What follows belongs to an exercise in optimizing a design on an open flow for small area; a production flow would make more cautious choices. Only simulation tests tie the RTL to the original design; equivalence was not proved. Power is estimated from default activity; no workload was simulated.

## window_gen_kxk
module window_gen_kxk #(
    parameter int unsigned DATA_WIDTH = 32,
    parameter int unsigned IMG_WIDTH  = 34,
    parameter int unsigned IMG_HEIGHT = 34,
    parameter int unsigned K          = 3,
    parameter int unsigned STRIDE     = 1
) (
    input  logic                      clk,
    input  logic                      resetn,
    input  logic                      data_valid_in,
    input  logic [DATA_WIDTH-1:0]     data_in,
    output logic [K*K*DATA_WIDTH-1:0] window_out,
    output logic                      valid_out,
    output logic                      frame_done
);
Size: roughly 2,600 cells after synthesis, ~2,300 flip-flops, roughly 330 I/O pins, roughly 71,000 um^2 of cells after synthesis.
==> flow/config.mk <==
export PLATFORM = sky130hd
export DESIGN_NAME = window_gen_kxk
export DESIGN_NICKNAME = window_gen_kxk
export VERILOG_FILES = /design/flow/design.v
export SDC_FILE = /design/flow/constraint.sdc
export NUM_CORES = 4
export LEC_CHECK = 0
export CAP_MARGIN = 20
export CORE_MARGIN = 2
export CORE_UTILIZATION = 70
export PLACE_DENSITY = 0.8
export SLEW_MARGIN = 20
==> flow/constraint.sdc <==
create_clock -name core_clock -period 3.0 [get_ports {clk}]
set_input_delay 0.6000 -clock core_clock [delete_from_list [all_inputs] [get_ports {clk}]]
set_output_delay 0.6000 -clock core_clock [all_outputs]
set_load 0.01 [all_outputs]
standard.sh (not shown) runs the stock make flow with config.mk's settings and CLKGATE_MAP_FILE= SYNTH_SCRIPT=/design/flow/synth_recipe.tcl, a recipe that flattens the netlist after the stock synthesis.
==> flow/flow/run.sh <==
#!/bin/bash
set -euo pipefail
cd "$(dirname "$0")/.."
export BUFFER_PORTS_ARGS="-buffer_cell sky130_fd_sc_hd__buf_1"
export PRE_RESIZE_TCL="$PWD/flow/pre_resize.tcl"
export POST_GLOBAL_PLACE_TCL="$PWD/flow/post_gp.tcl"
export CTS_ARGS="-sink_clustering_enable -repair_clock_nets -dont_use_dummy_load -buf_list {sky130_fd_sc_hd__clkbuf_4} -sink_clustering_size 12 -sink_clustering_max_diameter 40"
bash standard.sh > standard_flow.log 2>&1
==> flow/flow/post_gp.tcl <==
# The data and reset inputs arrive early enough to need hold padding after
# CTS anyway; make their port buffers delay-gate buffers so that the
# padding is the port buffer itself rather than an extra cell.
foreach port [get_ports {data_in[*] resetn}] {
  foreach pin [get_pins -quiet -of [get_nets -of $port] -filter "direction==input"] {
    set inst [get_cells -of $pin]
    if {[get_property [get_lib_cells -of $inst] name] eq "sky130_fd_sc_hd__buf_1"} {
      replace_cell $inst sky130_fd_sc_hd__dlygate4sd3_1
    }
  }
}
==> flow/flow/pre_resize.tcl <==
# Before the standard repair_design: take out the buffer tree that
# timing-driven global placement built on the high-fanout enable net, so
# repair_design rebuilds it (smaller). Port buffers are kept: their output
# nets are marked dont_touch while buffers are removed.
set port_bufs [get_cells -quiet {input* output*}]
set port_nets [get_nets -of [get_pins -of $port_bufs -filter "direction==output"]]
set_dont_touch $port_nets
remove_buffers
unset_dont_touch $port_nets
The starting point died in global placement (3_3_place_gp).
==> next run, changes <==
==> flow/flow/post_gp.tcl (replaced) <==
# The data and reset inputs arrive early enough to need hold padding after
# CTS anyway; make their port buffers delay-gate buffers so that the
# padding is the port buffer itself rather than an extra cell.
foreach inst [get_cells input*] {
  set net [get_full_name [get_nets -of [get_pins -of $inst -filter "direction==input"]]]
  if {[string match {data_in*} $net] || $net eq "resetn"} {
    if {[get_property [get_lib_cells -of $inst] name] eq "sky130_fd_sc_hd__buf_1"} {
      replace_cell $inst sky130_fd_sc_hd__dlygate4sd3_1
    }
  }
}
Effect: With this change the flow finished with timing, DRC and antenna clean; synthesized area is unchanged; synthesized cell count does not change.

---

== run 1 ==
Another version of the RTL of window_gen_kxk (not shown whole).
Size: about 2600 cells after synthesis, about 2300 flip-flops, roughly 330 I/O pins, about 0.071 mm2 of cells after synthesis.
==> flow/config.mk <==
export PLATFORM = sky130hd
export DESIGN_NAME = window_gen_kxk
export DESIGN_NICKNAME = window_gen_kxk
export VERILOG_FILES = /design/flow/design.v
export SDC_FILE = /design/flow/constraint.sdc
export NUM_CORES = 4
export LEC_CHECK = 0
export CAP_MARGIN = 20
export CORE_MARGIN = 2
export CORE_UTILIZATION = 70
export PLACE_DENSITY = 0.8
export SLEW_MARGIN = 20
==> flow/constraint.sdc <==
create_clock -name core_clock -period 3.0 [get_ports {clk}]
set_input_delay 0.6000 -clock core_clock [delete_from_list [all_inputs] [get_ports {clk}]]
set_output_delay 0.6000 -clock core_clock [all_outputs]
set_load 0.01 [all_outputs]
==> flow/flow/run.sh <==
#!/bin/bash
set -euo pipefail
cd "$(dirname "$0")/.."
export BUFFER_PORTS_ARGS="-buffer_cell sky130_fd_sc_hd__buf_1"
export PRE_RESIZE_TCL="$PWD/flow/pre_resize.tcl"
export CTS_ARGS="-sink_clustering_enable -repair_clock_nets -dont_use_dummy_load -buf_list {sky130_fd_sc_hd__clkbuf_4 sky130_fd_sc_hd__clkbuf_8} -sink_clustering_size 20 -sink_clustering_max_diameter 60"
bash standard.sh > standard_flow.log 2>&1
Scripts as last shown in full above: flow/flow/pre_resize.tcl
--- input diff run 1..run 2 ---
- PLACE_DENSITY: 0.8 -> 0.6
- CORE_UTILIZATION: 70 -> 40
==> flow/run.sh (new file) <==
#!/bin/bash
# synth_recipe.tcl (not shown) runs the flow's synth.tcl, then flattens the netlist and writes it again
# the make line also repeats each setting of config.mk as NAME=value (left out here)
make -C /OpenROAD-flow-scripts/flow DESIGN_CONFIG=/design/flow/config.mk WORK_HOME=/design/flow/orfs CLKGATE_MAP_FILE= SYNTH_SCRIPT=/design/flow/synth_recipe.tcl finish
removed: flow/flow/run.sh
removed: flow/flow/pre_resize.tcl
removed: flow/standard.sh
Findings:
- Going from run 1 to run 2, clock-net power grew by more than 100%.
- Run 2 ended up with a higher clock-cell share of area than run 1 did.
- Measured against each other, run 1 and run 2 differ in total number of placement rows, the higher figure coming from run 2.
- Diff run 2..run 1 | total of cells resized after clock tree synthesis | unchanged
Input-level comparison between run 3 and run 2:
- a change of PLACE_DENSITY from 0.6 to 0.8
- a change of CORE_UTILIZATION from 40 to 70
==> flow/flow/run.sh (new file) <==
#!/bin/bash
set -euo pipefail
cd "$(dirname "$0")/.."
export BUFFER_PORTS_ARGS="-buffer_cell sky130_fd_sc_hd__buf_1"
export CTS_ARGS="-sink_clustering_enable -repair_clock_nets -dont_use_dummy_load -buf_list {sky130_fd_sc_hd__clkbuf_4 sky130_fd_sc_hd__clkbuf_8} -sink_clustering_size 20 -sink_clustering_max_diameter 60"
bash standard.sh > standard_flow.log 2>&1
==> flow/standard.sh (new file) <==
#!/bin/bash
# synth_recipe.tcl (not shown) runs the flow's synth.tcl, then flattens the netlist and writes it again
# the make line also repeats each setting of config.mk as NAME=value (left out here)
make -C /OpenROAD-flow-scripts/flow DESIGN_CONFIG=/design/flow/config.mk WORK_HOME=/design/flow/orfs CLKGATE_MAP_FILE= SYNTH_SCRIPT=/design/flow/synth_recipe.tcl "${@:-finish}"
removed: flow/run.sh
--- outcome ---
- The lower power share of the sequential group came out of run 2.
- In the tables for run 3 and run 2, iteration-0 DRC count of the detailed router reads higher with run 2.
- [compare] base=run 2 new=run 3: post-synthesis cell count essentially unchanged; worst setup slack after layout increased 0.35 ns; proportion of layout cells with a drive suffix above 1 decreased 4.8 points.
- Count of antenna diodes in the layout, run 3 and run 2, higher one = run 3.
- Run 2 → run 3: overall power of the completed layout shows a reduction of about 23%; final wirelength shows a reduction of about 4.5%; cell area shows a reduction of about 10%; routed length on met1 shows a reduction of about 2%; cell count shows a reduction of 1264.
What run 4 does differently from run 3 at the input level:
- CTS_CLUSTER_DIAMETER newly set to 60
- CTS_CLUSTER_SIZE newly set to 20
- CTS_BUF_LIST newly set to sky130_fd_sc_hd__clkbuf_4 sky130_fd_sc_hd__clkbuf_8
==> flow/run.sh (new file) <==
#!/bin/bash
# synth_recipe.tcl (not shown) runs the flow's synth.tcl, then flattens the netlist and writes it again
# the make line also repeats each setting of config.mk as NAME=value (left out here)
make -C /OpenROAD-flow-scripts/flow DESIGN_CONFIG=/design/flow/config.mk WORK_HOME=/design/flow/orfs CLKGATE_MAP_FILE= SYNTH_SCRIPT=/design/flow/synth_recipe.tcl finish
removed: flow/flow/run.sh
removed: flow/standard.sh
==> comparison <==
[compare] base=run 3 new=run 4: final cell count without fillers rose 13; total placed cells including tap cells went down; global-route usage went down by 0.29 points; clock latency on the worst-skew pair essentially unchanged; maximum number of pins on one net before global-route repair picked up an extra 22%. Compared with run 3, in run 4 final area went up, setup slack went down.
Relative to run 4, the following input files were edited for run 5:
- CTS_CLUSTER_DIAMETER removed (was 60)
- CTS_CLUSTER_SIZE removed (was 20)
- CTS_BUF_LIST removed (was sky130_fd_sc_hd__clkbuf_4 sky130_fd_sc_hd__clkbuf_8)
==> flow/flow/run.sh (new file) <==
#!/bin/bash
set -euo pipefail
cd "$(dirname "$0")/.."
export BUFFER_PORTS_ARGS="-buffer_cell sky130_fd_sc_hd__buf_1"
export PRE_RESIZE_TCL="$PWD/flow/pre_resize.tcl"
export CTS_ARGS="-sink_clustering_enable -repair_clock_nets -dont_use_dummy_load -buf_list {sky130_fd_sc_hd__clkbuf_4} -sink_clustering_size 12 -sink_clustering_max_diameter 40"
bash standard.sh > standard_flow.log 2>&1
==> flow/flow/pre_resize.tcl (new file) <==
# Before the standard repair_design: take out the buffer tree that
# timing-driven global placement built on the high-fanout enable net, so
# repair_design rebuilds it (smaller). Port buffers are kept: their output
# nets are marked dont_touch while buffers are removed.
set port_bufs [get_cells -quiet {input* output*}]
set port_nets [get_nets -of [get_pins -of $port_bufs -filter "direction==output"]]
set_dont_touch $port_nets
remove_buffers
unset_dont_touch $port_nets
==> flow/standard.sh (new file) <==
#!/bin/bash
# synth_recipe.tcl (not shown) runs the flow's synth.tcl, then flattens the netlist and writes it again
# the make line also repeats each setting of config.mk as NAME=value (left out here)
make -C /OpenROAD-flow-scripts/flow DESIGN_CONFIG=/design/flow/config.mk WORK_HOME=/design/flow/orfs CLKGATE_MAP_FILE= SYNTH_SCRIPT=/design/flow/synth_recipe.tcl "${@:-finish}"
removed: flow/run.sh
Findings:
From run 4 to run 5 the numbers moved as follows: count of buffers not belonging to the clock network in the layout shows a reduction of 13, area added between synthesis and finish shows a reduction of 4.2 points, fmax shows an increase of 18 MHz, combinational power shows a reduction of about 23%.
Of run 4 and run 5, run 4 shows the lower fill cell total of the finished layout, with run 5 above it.
The register-to-register slack in run 5 was higher than what run 4 gave.
The type of the tightest min-delay check comes out in2reg in one run and in2async in the other, namely in run 5 and run 4 respectively.
Summary of run 5 over run 4: total power of the final layout went down 4.7%, number of global-route vias before repair went up 304.
Setup changes, run 5 to run 6
==> flow/flow/run.sh <==
#!/bin/bash
set -euo pipefail
cd "$(dirname "$0")/.."
export BUFFER_PORTS_ARGS="-buffer_cell sky130_fd_sc_hd__buf_1"
export PRE_RESIZE_TCL="$PWD/flow/pre_resize.tcl"
export CTS_ARGS="-sink_clustering_enable -repair_clock_nets -dont_use_dummy_load -buf_list {sky130_fd_sc_hd__clkbuf_2 sky130_fd_sc_hd__clkbuf_4} -sink_clustering_size 8 -sink_clustering_max_diameter 30"
bash standard.sh > standard_flow.log 2>&1
==> run summary <==
Against run 5, run 6 reports a clock share of power that is higher. Measured against each other, run 5 and run 6 differ in layout buffer count excluding clock buffers, the lower figure coming from run 5. Area after synthesis: run 6 vs run 5 identical.

## static timing again, ports no longer ideal
The flow's constraints put no driver on any port. The routed layouts listed below were extracted and timed again, unchanged, in two steps.
Step 1: set_driving_cell puts a clkbuf_16 on clk and a buf_2 on each other input, an assumption about the parent block.
Step 2 times the ports against the registers' clock, not the clock port: input delays grow and output delays shrink by t, the midpoint of the rising clock arrivals with the driver on.
Three values: ideal, step 1, step 2; two values: the first two.
run | t, ns | setup slack, ns | pins driven straight from the clock port
the second run of note 1 | 1.129 | 0.251 / 0.298 / -0.831 | 1
run 1 | 0.872 | 0.532 / 0.578 / -0.294 | 1
run 2 | 0.875 | 0.478 / 0.409 / 0.768 | 1
run 3 | 0.883 | 0.829 / 0.758 / 0.722 | 1
run 4 | 0.885 | 0.468 / 0.403 / 0.835 | 1
run 5 | 1.139 | 0.579 / 0.508 / -0.295 | 1
run 6 | 1.196 | 0.532 / 0.468 / -0.353 | 1
Met with ideal ports but missed after step 2: setup timing in the second run of note 1, run 1, run 5 and run 6. For the second run of note 1, which loses most, drivers alone change the setup slack by +0.047 ns; drivers and shift together by -1.082 ns.
